This design comes from an exercise in tuning for small area, a short achievable clock period and few clock cycles per item on the open sky130 flow, not from production work. The RTL was checked by simulation tests, not by an equivalence proof against the original design. Power and IR drop assume default switching activity.

Design round_robin_task_scheduler_top, start of the top module:
module round_robin_task_scheduler_top #(
    parameter int MAX_TASKS = 16
) (
    input  logic                  clk,
    input  logic                  rst_n,
    input  logic                  cmd_valid,
    output logic                  cmd_ready,
    input  logic [1:0]            cmd_op,
    input  logic [rrts_pkg::TASK_ID_W-1:0]  cmd_task_id,
    input  logic [rrts_pkg::SLEEP_MS_W-1:0] cmd_sleep_ms,
    output logic                  res_valid,
    input  logic                  res_ready,
    output logic [rrts_pkg::TASK_ID_W-1:0]  res_running_task,
    output logic                  res_idle,
    input  logic                  cfg_valid,
    output logic                  cfg_ready,
    input  logic [rrts_pkg::TICK_MS_W-1:0]  cfg_ms_per_tick
);
    localparam int N  = 16;
    localparam int MW = rrts_pkg::SLEEP_MS_W;
    localparam int TW = rrts_pkg::TICK_MS_W;
    localparam int KW = TW + 2;
    function automatic logic [MW-1:0] add_ms(input logic [MW-1:0] x, input logic [MW-1:0] y,
                                             input logic cin);
        logic [MW-1:0] g, p, gg, pp;
        g  = x & y;
        p  = x ^ y;
        gg = g;
        gg[0] = g[0] | (p[0] & cin);
        pp = p;
        for (int d = 1; d < MW; d = d * 2)
        begin
            for (int i = MW - 1; i >= 0; i--)
            begin
                if (((i / d) % 2) == 1)
                begin
                    gg[i] = gg[i] | (pp[i] & gg[(i / d) * d - 1]);
                    pp[i] = pp[i] & pp[(i / d) * d - 1];
                end
            end
        end
        add_ms = p ^ {gg[MW-2:0], cin};
    endfunction
    function automatic logic le_k(input logic [KW-1:0] a, input logic [KW-1:0] b);
        logic [15:0] gt, eq;
        gt = 16'(a & ~b);
        eq = {{(16 - KW){1'b1}}, ~(a ^ b)};
        for (int d = 1; d < 16; d = d * 2)
        begin
            for (int i = 0; i < 16; i = i + 2 * d)
            begin
                gt[i] = gt[i + d] | (eq[i + d] & gt[i]);
                eq[i] = eq[i + d] & eq[i];
            end
        end
        le_k = !gt[0];
    endfunction
    logic           a_valid;
    logic           a_tick, a_spawn, a_yield, a_sleep;
    logic           cmd_rdy_q;
    logic           fire_q;
    logic           a_hold_q;        
    logic           tk_q, sp_q, sl_q, rot_q;
    logic           a_le1;           
  ...
clock: 6.5 ns
lec_check: 0
abc_area: 1
cap_margin: 20
core_margin: 2
core_utilization: 75
cts_cluster_diameter: 60
cts_cluster_size: 24
place_density: 0.85
setup_slack_margin: 3.9
slew_margin: 20
standard.sh (not shown) runs the stock make flow with config.mk's settings and CLKGATE_MAP_FILE= SYNTH_SCRIPT=/design/flow/synth_recipe.tcl, a recipe that flattens the netlist after the stock synthesis.
==> flow/flow/run.sh <==
#!/bin/bash
# The standard layout (standard.sh, unchanged synthesis and steps), except that clock
# tree synthesis adds no dummy loads to the clock tree and the port buffers are buf_2 cells.
# The whole ORFS run's output goes to standard.log here; ORFS keeps each step's own log
# under orfs/logs/.
set -euo pipefail
export CTS_ARGS="-sink_clustering_enable -repair_clock_nets -sink_clustering_size 24 -sink_clustering_max_diameter 60 -dont_use_dummy_load"
export BUFFER_PORTS_ARGS="-buffer_cell sky130_fd_sc_hd__buf_2"
bash standard.sh > standard.log 2>&1
Testbench counts at the start, summed over its fixed seeds: cycles 13,116, items 12,800.
Change:
==> flow/flow/run.sh (replaced) <==
#!/bin/bash
# The standard layout (standard.sh, unchanged synthesis and steps), except that clock
# tree synthesis adds no dummy loads to the clock tree. The whole ORFS run's output goes
# to standard.log here; ORFS keeps each step's own log under orfs/logs/.
set -euo pipefail
export CTS_ARGS="-sink_clustering_enable -repair_clock_nets -sink_clustering_size 24 -sink_clustering_max_diameter 60 -dont_use_dummy_load"
bash standard.sh > standard.log 2>&1
- CORE_UTILIZATION: 75 -> 45
- PLACE_DENSITY: 0.85 -> 0.65
Effect: The changed run went through all stages and came out clean; die area goes up by 65%; sequential share of layout area goes down by 1.5 points; power goes up by 4.1%; count of clock-buffer cells in the layout goes up by 25; first-iteration DRC count goes down by 23%; design area goes up by 3.5%; clock skew goes up by 10 ps; flip-flop and latch count is unchanged; worst setup slack improves by 26 ps.
Change:
==> flow/run.sh (new file) <==
#!/bin/bash
# synth_recipe.tcl (not shown) runs the flow's synth.tcl, then flattens the netlist and writes it again
# the make line also repeats each setting of config.mk as NAME=value (left out here)
make -C /OpenROAD-flow-scripts/flow DESIGN_CONFIG=/design/flow/config.mk WORK_HOME=/design/flow/orfs CLKGATE_MAP_FILE= SYNTH_SCRIPT=/design/flow/synth_recipe.tcl finish
- CORE_UTILIZATION: 45 -> 50
- PLACE_DENSITY: 0.65 -> 0.7
removed: flow/flow/run.sh
removed: flow/standard.sh
Effect: The new run finished with timing, DRC and antenna clean; routed wire length decreases slightly; synthesized cell count stays the same; worst hold slack is worse by 3.9 ps; utilization increases by 5.9 points; die area decreases by roughly a tenth; global-route usage increases by 2.4 points.
Change:
==> flow/flow/run.sh (new file) <==
#!/bin/bash
# The standard layout (standard.sh, unchanged synthesis and steps), except that clock
# tree synthesis adds no dummy loads to the clock tree and the port buffers are buf_2 cells.
# The whole ORFS run's output goes to standard.log here; ORFS keeps each step's own log
# under orfs/logs/.
set -euo pipefail
export CTS_ARGS="-sink_clustering_enable -repair_clock_nets -sink_clustering_size 24 -sink_clustering_max_diameter 60 -dont_use_dummy_load"
export BUFFER_PORTS_ARGS="-buffer_cell sky130_fd_sc_hd__buf_2"
bash standard.sh > standard.log 2>&1
==> flow/standard.sh (new file) <==
#!/bin/bash
# synth_recipe.tcl (not shown) runs the flow's synth.tcl, then flattens the netlist and writes it again
# the make line also repeats each setting of config.mk as NAME=value (left out here)
make -C /OpenROAD-flow-scripts/flow DESIGN_CONFIG=/design/flow/config.mk WORK_HOME=/design/flow/orfs CLKGATE_MAP_FILE= SYNTH_SCRIPT=/design/flow/synth_recipe.tcl "${@:-finish}"
- CORE_UTILIZATION: 50 -> 45
- PLACE_DENSITY: 0.7 -> 0.65
removed: flow/run.sh
=>
- The changed run ran to the end with no violations
- clock power decreases by 11%
- utilization is lower by 6.0 points
- worst setup slack got worse by 8.2 ps
Change:
- CORE_UTILIZATION: 45 -> 60
- PLACE_DENSITY: 0.65 -> 0.75
After rerunning: The changed run ran to the end with no violations. Via count stays flat. Final area falls by a few percent. Global-route usage rises by 7.0 points. Power falls by a few percent. Sequential share of layout area rises by 1.0 points. Critical path depth falls by 5. Count of clock-buffer cells in the layout falls by 15. First-iteration DRC count rises by a little under a tenth. Worst hold slack is about the same.
Change:
==> flow/run.sh (new file) <==
#!/bin/bash
# synth_recipe.tcl (not shown) runs the flow's synth.tcl, then flattens the netlist and writes it again
# the make line also repeats each setting of config.mk as NAME=value (left out here)
make -C /OpenROAD-flow-scripts/flow DESIGN_CONFIG=/design/flow/config.mk WORK_HOME=/design/flow/orfs CLKGATE_MAP_FILE= SYNTH_SCRIPT=/design/flow/synth_recipe.tcl finish
- CORE_UTILIZATION: 60 -> 45
- PLACE_DENSITY: 0.75 -> 0.66
removed: flow/flow/run.sh
removed: flow/standard.sh
What happened: Design area rose by 4.3%. Maximum frequency barely changes. Non-clock buffer count rose by 10. Hold slack gets better by 8.8 ps. Sequential power is about the same. Power rose by 7.0%.

## port drivers added, routing unchanged
In the flow no input, the clock included, has a driving cell. The finished layouts below were timed again as built, in two steps.
Step 1 assumes that a clkbuf_16 drives the clock port and a buf_2 every other input.
Step 2 moves the port delays by t, midway between the first and last clock arrival at a register: inputs arrive t later, outputs are due t later. That takes back most of the time a late clock gives input paths.
Three values: ideal, step 1, step 2; two values: the first two.
| run | t, ns | setup WS [ns] | hold WS [ns] | latest minus earliest clock arrival (ns) | cell pins on the clock port's net |
|---|---|---|---|---|---|
| the first run | 0.691 | 3.872 / 3.846 / 3.399 | 0.327 / 0.327 / 0.327 | 0.073 / 0.073 | 1 |
| the second run | 0.688 | 3.897 / 3.869 / 3.313 | 0.335 / 0.335 / 0.335 | 0.086 / 0.085 | 1 |
| the third run | 0.712 | 3.885 / 3.840 / 3.313 | 0.331 / 0.331 / 0.331 | 0.030 / 0.029 | 1 |
| the fourth run | 0.719 | 3.877 / 3.877 / 3.376 | 0.317 / 0.317 / 0.317 | 0.072 / 0.072 | 1 |
| the fifth run | 0.669 | 3.907 / 3.907 / 3.379 | 0.318 / 0.318 / 0.318 | 0.081 / 0.082 | 1 |
| the sixth run | 0.710 | 3.910 / 3.876 / 3.294 | 0.327 / 0.327 / 0.327 | 0.035 / 0.035 | 1 |
After both steps every run listed still meets setup and hold. The setup slack of the sixth run, which loses most, moves by -0.034 ns with the drivers and by -0.616 ns with both steps.
